This design comes from an exercise in tuning for small area, a short achievable clock period and few clock cycles per item on the open sky130 flow, not from production work.
Only simulation tests tie the RTL to the original design; equivalence was not proved.
No activity file was given, so power comes from the tool's default toggle rates.

==> trial 38: inputs <==
Design vec_core, start of the top module:
module vec_core (
	input  wire logic         clk,
	input  wire logic         reset,
	input  wire logic [31:0]  instruction,
	output logic [31:0]       pc,
	input  wire logic [63:0]  mem_rdata,
	output logic              mem_en,
	output logic              mem_wr_en,
	output logic [31:0]       mem_addr,
	output logic [63:0]       mem_wdata
);
Settings: LEC_CHECK=0, CAP_MARGIN=20, CORE_MARGIN=2, CORE_UTILIZATION=40, SLEW_MARGIN=20; clock period 18.0 ns.
standard.sh (not shown) runs the stock make flow with config.mk's settings and CLKGATE_MAP_FILE= SYNTH_SCRIPT=/design/flow/synth_recipe.tcl, a recipe that flattens the netlist after the stock synthesis.
==> flow/flow/run.sh <==
#!/bin/bash
# The standard layout, with the timing repair steps aiming for a setup slack
# margin (the SDC and its clock period are unchanged).
set -euo pipefail
MARGIN=$(cat flow/margin.txt)
bash standard.sh SETUP_SLACK_MARGIN="$MARGIN" finish > standard_flow.log 2>&1
==> flow/flow/margin.txt <==
13.5
==> trial 71: changes against trial 38 <==
--- a/flow/design.v
+++ b/flow/design.v
@@ -123,48 +123,53 @@
 `timescale 1ns/1ns
 `default_nettype none
 module vec_alu (
 	input  wire logic [63:0]  a,
 	input  wire logic [63:0]  b,
-	input  wire logic         sel_and,
-	input  wire logic         sel_or,
-	input  wire logic         sel_xor,
-	input  wire logic         sel_not,
-	input  wire logic         sel_mov,
-	input  wire logic         sel_arith,
+	input  wire logic [3:0]   tt,
+	input  wire logic         arith,
 	input  wire logic         is_sub,
 	input  wire logic [7:0]   lane_start,  
 	output logic [63:0]       result
 );
 	logic [63:0] b_in;
-	logic [71:0] opa;
-	logic [71:0] opb;
-	logic [71:0] sum;
-	logic [63:0] arith;
+	logic [63:0] g;
+	logic [63:0] p;
+	logic [63:0] carry;  
 	assign b_in = b ^ {64{is_sub}};
 	always_comb
 	begin
-		for (int k = 0; k < 8; k++)
-		begin
-			opa[9*k]       = lane_start[k] ? is_sub : 1'b1;
-			opb[9*k]       = lane_start[k] ? is_sub : 1'b0;
-			opa[9*k+1 +: 8] = a[8*k +: 8];
-			opb[9*k+1 +: 8] = b_in[8*k +: 8];
-		end
+		g = a & b_in;
+		p = a ^ b_in;
+		for (int k = 1; k < 8; k++)
+			if (lane_start[k])
+			begin
+				g[8*k-1] = is_sub;
+				p[8*k-1] = 1'b0;
+			end
+		g[0] = g[0] | (p[0] & is_sub);  
 	end
-	assign sum = opa + opb;
 	always_comb
 	begin
-		for (int k = 0; k < 8; k++)
-			arith[8*k +: 8] = sum[9*k+1 +: 8];
+		logic [63:0] gg;
+		logic [63:0] pp;
+		gg = g;
+		pp = p;
+		for (int l = 0; l < 6; l++)
+			for (int i = 0; i < 64; i++)
+				if ((i >> l) & 1)
+				begin
+					gg[i] = gg[i] | (pp[i] & gg[((i >> l) << l) - 1]);
+					pp[i] = pp[i] & pp[((i >> l) << l) - 1];
+				end
+		carry = {gg[62:0], is_sub};
+	end
+	always_comb
+	begin
+		for (int i = 0; i < 64; i++)
+			result[i] = tt[{a[i], b[i]}] ^ (arith & carry[i]);
 	end
-	assign result = ({64{sel_and}} & (a & b))
-		| ({64{sel_or}} & (a | b))
-		| ({64{sel_xor}} & (a ^ b))
-		| ({64{sel_not}} & ~a)
-		| ({64{sel_mov}} & a)
-		| ({64{sel_arith}} & arith);
 endmodule
 `default_nettype wire
 `timescale 1ns/1ns
 `default_nettype none
 module vec_core (
@@ -194,37 +199,28 @@
 	function automatic logic [31:1] onehot(input logic [4:0] r);
 		for (int k = 1; k < 32; k++)
 			onehot[k] = (r == 5'(k));
 	endfunction
 	logic [31:0] ir_q;        
-	logic [31:0] hold_q;      
 	logic        ir_v_q;
-	logic        use_hold_q;
 	logic        stall;
 	logic [31:0] s1_ins;
 	logic        s1_v;
 	logic        rst;
 	always_ff @(posedge clk)
 	begin
 		rst    <= reset;
-		ir_q   <= instruction;
-		hold_q <= s1_ins;
 		ir_v_q <= !reset;
+		if (!stall)
+			ir_q <= instruction;
 		if (rst)
-		begin
-			use_hold_q <= 1'b0;
-			pc         <= {31'b0, !reset};  
-		end
+			pc <= {31'b0, !reset};  
 		else
-		begin
-			use_hold_q <= stall;
-			if (!stall)
-				pc <= pc + 32'd1;
-		end
+			pc <= pc + {31'b0, !stall};  
 	end
-	assign s1_ins = use_hold_q ? hold_q : ir_q;
-	assign s1_v   = use_hold_q || ir_v_q;
+	assign s1_ins = ir_q;
+	assign s1_v   = ir_v_q;
 	logic [5:0]  s1_op;
 	logic [4:0]  s1_rd;
 	logic [4:0]  s1_rs;
 	logic [4:0]  s1_rt;
 	logic [4:0]  s1_rb;
@@ -245,20 +241,23 @@
 	logic [4:0]  s2_rd, s2_ra, s2_rb;
 	logic [15:0] s2_imm;
 	logic [7:0]  s2_mask;
 	logic [1:0]  s2_ww;
 	logic [5:0]  s2_fn;
-	logic [31:1] s2_sel_a, s2_sel_b;
 	logic [7:0]  s2_wt_a, s2_wt_b;  
 	logic        s3_ld, s3_sd, s3_wen;
 	logic [4:0]  s3_rd;
 	logic [15:0] s3_imm;
 	logic [7:0]  s3_mask;
 	logic [63:0] s3_a, s3_b;
 	logic [7:0]  s3_fw_a, s3_fw_b;  
-	logic        s3_and, s3_or, s3_xor, s3_not, s3_mov, s3_arith, s3_sub;
+	logic [3:0]  s3_tt;     
+	logic        s3_arith, s3_sub;
+	logic [1:0]  s3_ww;
 	logic [7:0]  s3_lane;
+	logic        w_en;
+	logic [4:0]  w_rd;
 	logic [31:1] w_reg;   
 	logic [7:0]  w_mask;
 	logic [63:0] w_data;
 	logic        sb0_v;
 	logic [15:0] sb0_addr;
@@ -298,22 +297,21 @@
 		s2_rb    <= s1_rb;
 		s2_imm   <= s1_imm;
 		s2_mask  <= (s1_op == OP_LD) ? 8'hff : ppp_mask(s1_ins[10:8]);
 		s2_ww    <= s1_ins[7:6];
 		s2_fn    <= s1_ins[5:0];
-		s2_sel_a <= onehot(s1_rs);
-		s2_sel_b <= onehot(s1_rb);
 		s2_wt_a  <= (s3_wen && s3_rd == s1_rs) ? s3_mask : 8'h00;
 		s2_wt_b  <= (s3_wen && s3_rd == s1_rb) ? s3_mask : 8'h00;
 	end
+	assign w_reg = onehot(w_rd) & {31{w_en}};
 	logic [63:0] rf_a, rf_b;
 	logic [63:0] s2_a, s2_b;
 	vec_regfile i_vec_regfile (
 		.clk      (clk),
 		.reset    (rst),
-		.sel_a    (s2_sel_a),
-		.sel_b    (s2_sel_b),
+		.sel_a    (onehot(s2_ra)),
+		.sel_b    (onehot(s2_rb)),
 		.rd_a     (rf_a),
 		.rd_b     (rf_b),
 		.wr_reg   (w_reg),
 		.wr_bytes (w_mask),
 		.wr_data  (w_data)
@@ -345,22 +343,33 @@
 		s3_mask  <= s2_mask;
 		s3_a     <= s2_a;
 		s3_b     <= s2_b;
 		s3_fw_a  <= (s3_wen && s3_rd == s2_ra) ? s3_mask : 8'h00;
 		s3_fw_b  <= (s3_wen && s3_rd == s2_rb) ? s3_mask : 8'h00;
-		s3_and   <= (s2_fn == 6'd0);
-		s3_or    <= (s2_fn == 6'd1);
-		s3_xor   <= (s2_fn == 6'd2);
-		s3_not   <= (s2_fn == 6'd3);
-		s3_mov   <= (s2_fn == 6'd4);
-		s3_arith <= (s2_fn == 6'd5) || (s2_fn == 6'd6);
+		case (s2_fn)
+			6'd0:    s3_tt <= 4'b1000;  
+			6'd1:    s3_tt <= 4'b1110;  
+			6'd2:    s3_tt <= 4'b0110;  
+			6'd3:    s3_tt <= 4'b0011;  
+			6'd4:    s3_tt <= 4'b1100;  
+			6'd5:    s3_tt <= 4'b0110;  
+			6'd6:    s3_tt <= 4'b1001;  
+			default: s3_tt <= 4'b0000;
+		endcase
+		if (s2_ld)
+			s3_tt <= 4'b0000;
+		s3_arith <= !s2_ld && ((s2_fn == 6'd5) || (s2_fn == 6'd6));
 		s3_sub   <= (s2_fn == 6'd6);
-		case (s2_ww)
-			2'd0:    s3_lane <= 8'hff;
-			2'd1:    s3_lane <= 8'h55;
-			2'd2:    s3_lane <= 8'h11;
-			default: s3_lane <= 8'h01;
+		s3_ww    <= s2_ww;
+	end
+	always_comb
+	begin
+		case (s3_ww)
+			2'd0:    s3_lane = 8'hff;
+			2'd1:    s3_lane = 8'h55;
+			2'd2:    s3_lane = 8'h11;
+			default: s3_lane = 8'h01;
 		endcase
 	end
 	logic [63:0] op_a, op_b;
 	logic [63:0] alu_result;
 	always_comb
@@ -372,28 +381,25 @@
 		end
 	end
 	vec_alu i_vec_alu (
 		.a          (op_a),
 		.b          (op_b),
-		.sel_and    (s3_and),
-		.sel_or     (s3_or),
-		.sel_xor    (s3_xor),
-		.sel_not    (s3_not),
-		.sel_mov    (s3_mov),
-		.sel_arith  (s3_arith),
+		.tt         (s3_tt),
+		.arith      (s3_arith),
 		.is_sub     (s3_sub),
 		.lane_start (s3_lane),
 		.result     (alu_result)
 	);
 	always_ff @(posedge clk)
 	begin
 		if (rst)
-			w_reg <= '0;
+			w_en <= 1'b0;
 		else
-			w_reg <= s3_wen ? onehot(s3_rd) : '0;
+			w_en <= s3_wen;
+		w_rd   <= s3_rd;
 		w_mask <= s3_mask;
-		w_data <= s3_ld ? mem_rdata : alu_result;
+		w_data <= alu_result | (mem_rdata & {64{s3_ld}});  
 	end
 	always_comb
 	begin
 		n0_v = push || (sb0_v && !pop);
 	end
==> flow/flow/margin.txt (replaced) <==
13.2
- CORE_UTILIZATION: 40 -> 55
- CTS_CLUSTER_DIAMETER: unset -> 100
- CTS_CLUSTER_SIZE: unset -> 20
- PLACE_DENSITY: unset -> 0.62
==> qor summary <==
quantity                                                  trial 38       trial 71
Clock buf/inv share                                          7.04%          3.51%
Number of flops mapped to enable cells by yosys              2,049          2,080
Mux contribution to synthesized area                         2.52%          2.40%
Critical path destination                                    pc[0]  mem_wdata[46]
End point of the worst hold path                        s3_mask[6]       s3_rd[3]
Fin crit period                                            5.04 ns        4.99 ns
Global routing usage on met1                                 45.1%          61.7%
Share of post-route cells with drive strength above 1        13.7%          11.6%
Global Route met3 Usage                                      17.8%          22.5%
Worst slack at placement                                  13.06 ns       13.30 ns
Placeable core area                                    0.273 sq mm    0.188 sq mm
X dimension of the die                                      528 um         439 um
Synthesized area divided by synthesized cell count      13.4 sq um     13.9 sq um
Fraction of the mapped netlist area in adder cells           2.19%         0.768%
Post-Place Cells                                            11,600          9,984
Result of the run                 no timing/DRC/antenna violations  no timing/DRC/antenna violations
Max Clock Freq                                           0.198 GHz      0.201 GHz
Via count                                                   91,900         84,400
Clock Latency Late Sink                                    0.91 ns        0.87 ns
Worst stage delay on the critical path                     0.40 ns        0.38 ns
Final net count                                              8,679          7,830
Diodes inserted                                                 31             23
Critical register-to-register path endpoint             w_data[58]       s3_a[32]
Clock network power                                      0.00575 W      0.00341 W
Clock share of power                                         40.7%          27.7%
Detail-routed via count per cell                              7.52           8.22
Post-layout power                                         0.0141 W       0.0123 W
Testbench counts of trial 38, summed over its fixed seeds: cycles 13,748, instrs 13,436.
Testbench counts of trial 71, summed over its fixed seeds: cycles 13,748, instrs 13,436.

## port drivers added, routing unchanged
No port has a modelled driver above. Below, the same layouts with a new extraction and two added sets of constraints.
Step 1 sets driving cells, clkbuf_16 on the clock port and buf_2 on the other inputs (assumed; they add their load-dependent delay and slew).
Step 2, shift: input delay + t, output delay - t, t = (earliest + latest rising clock arrival at the registers) / 2. This alone moves slack from input paths to output paths.
Slacks: ideal / step 1 / step 2; pairs: ideal / step 1.
| run | shift t [ns] | setup WS [ns] | worst setup path at the end | cell pins on the clock port's net |
|---|---|---|---|---|
| trial 38 | 0.996 | 12.961 / 12.846 / 13.022 | input to register | 1 |
| trial 71 | 0.946 | 13.014 / 12.918 / 13.232 | register to register | 1 |
After both steps setup and hold are still met in every run listed.
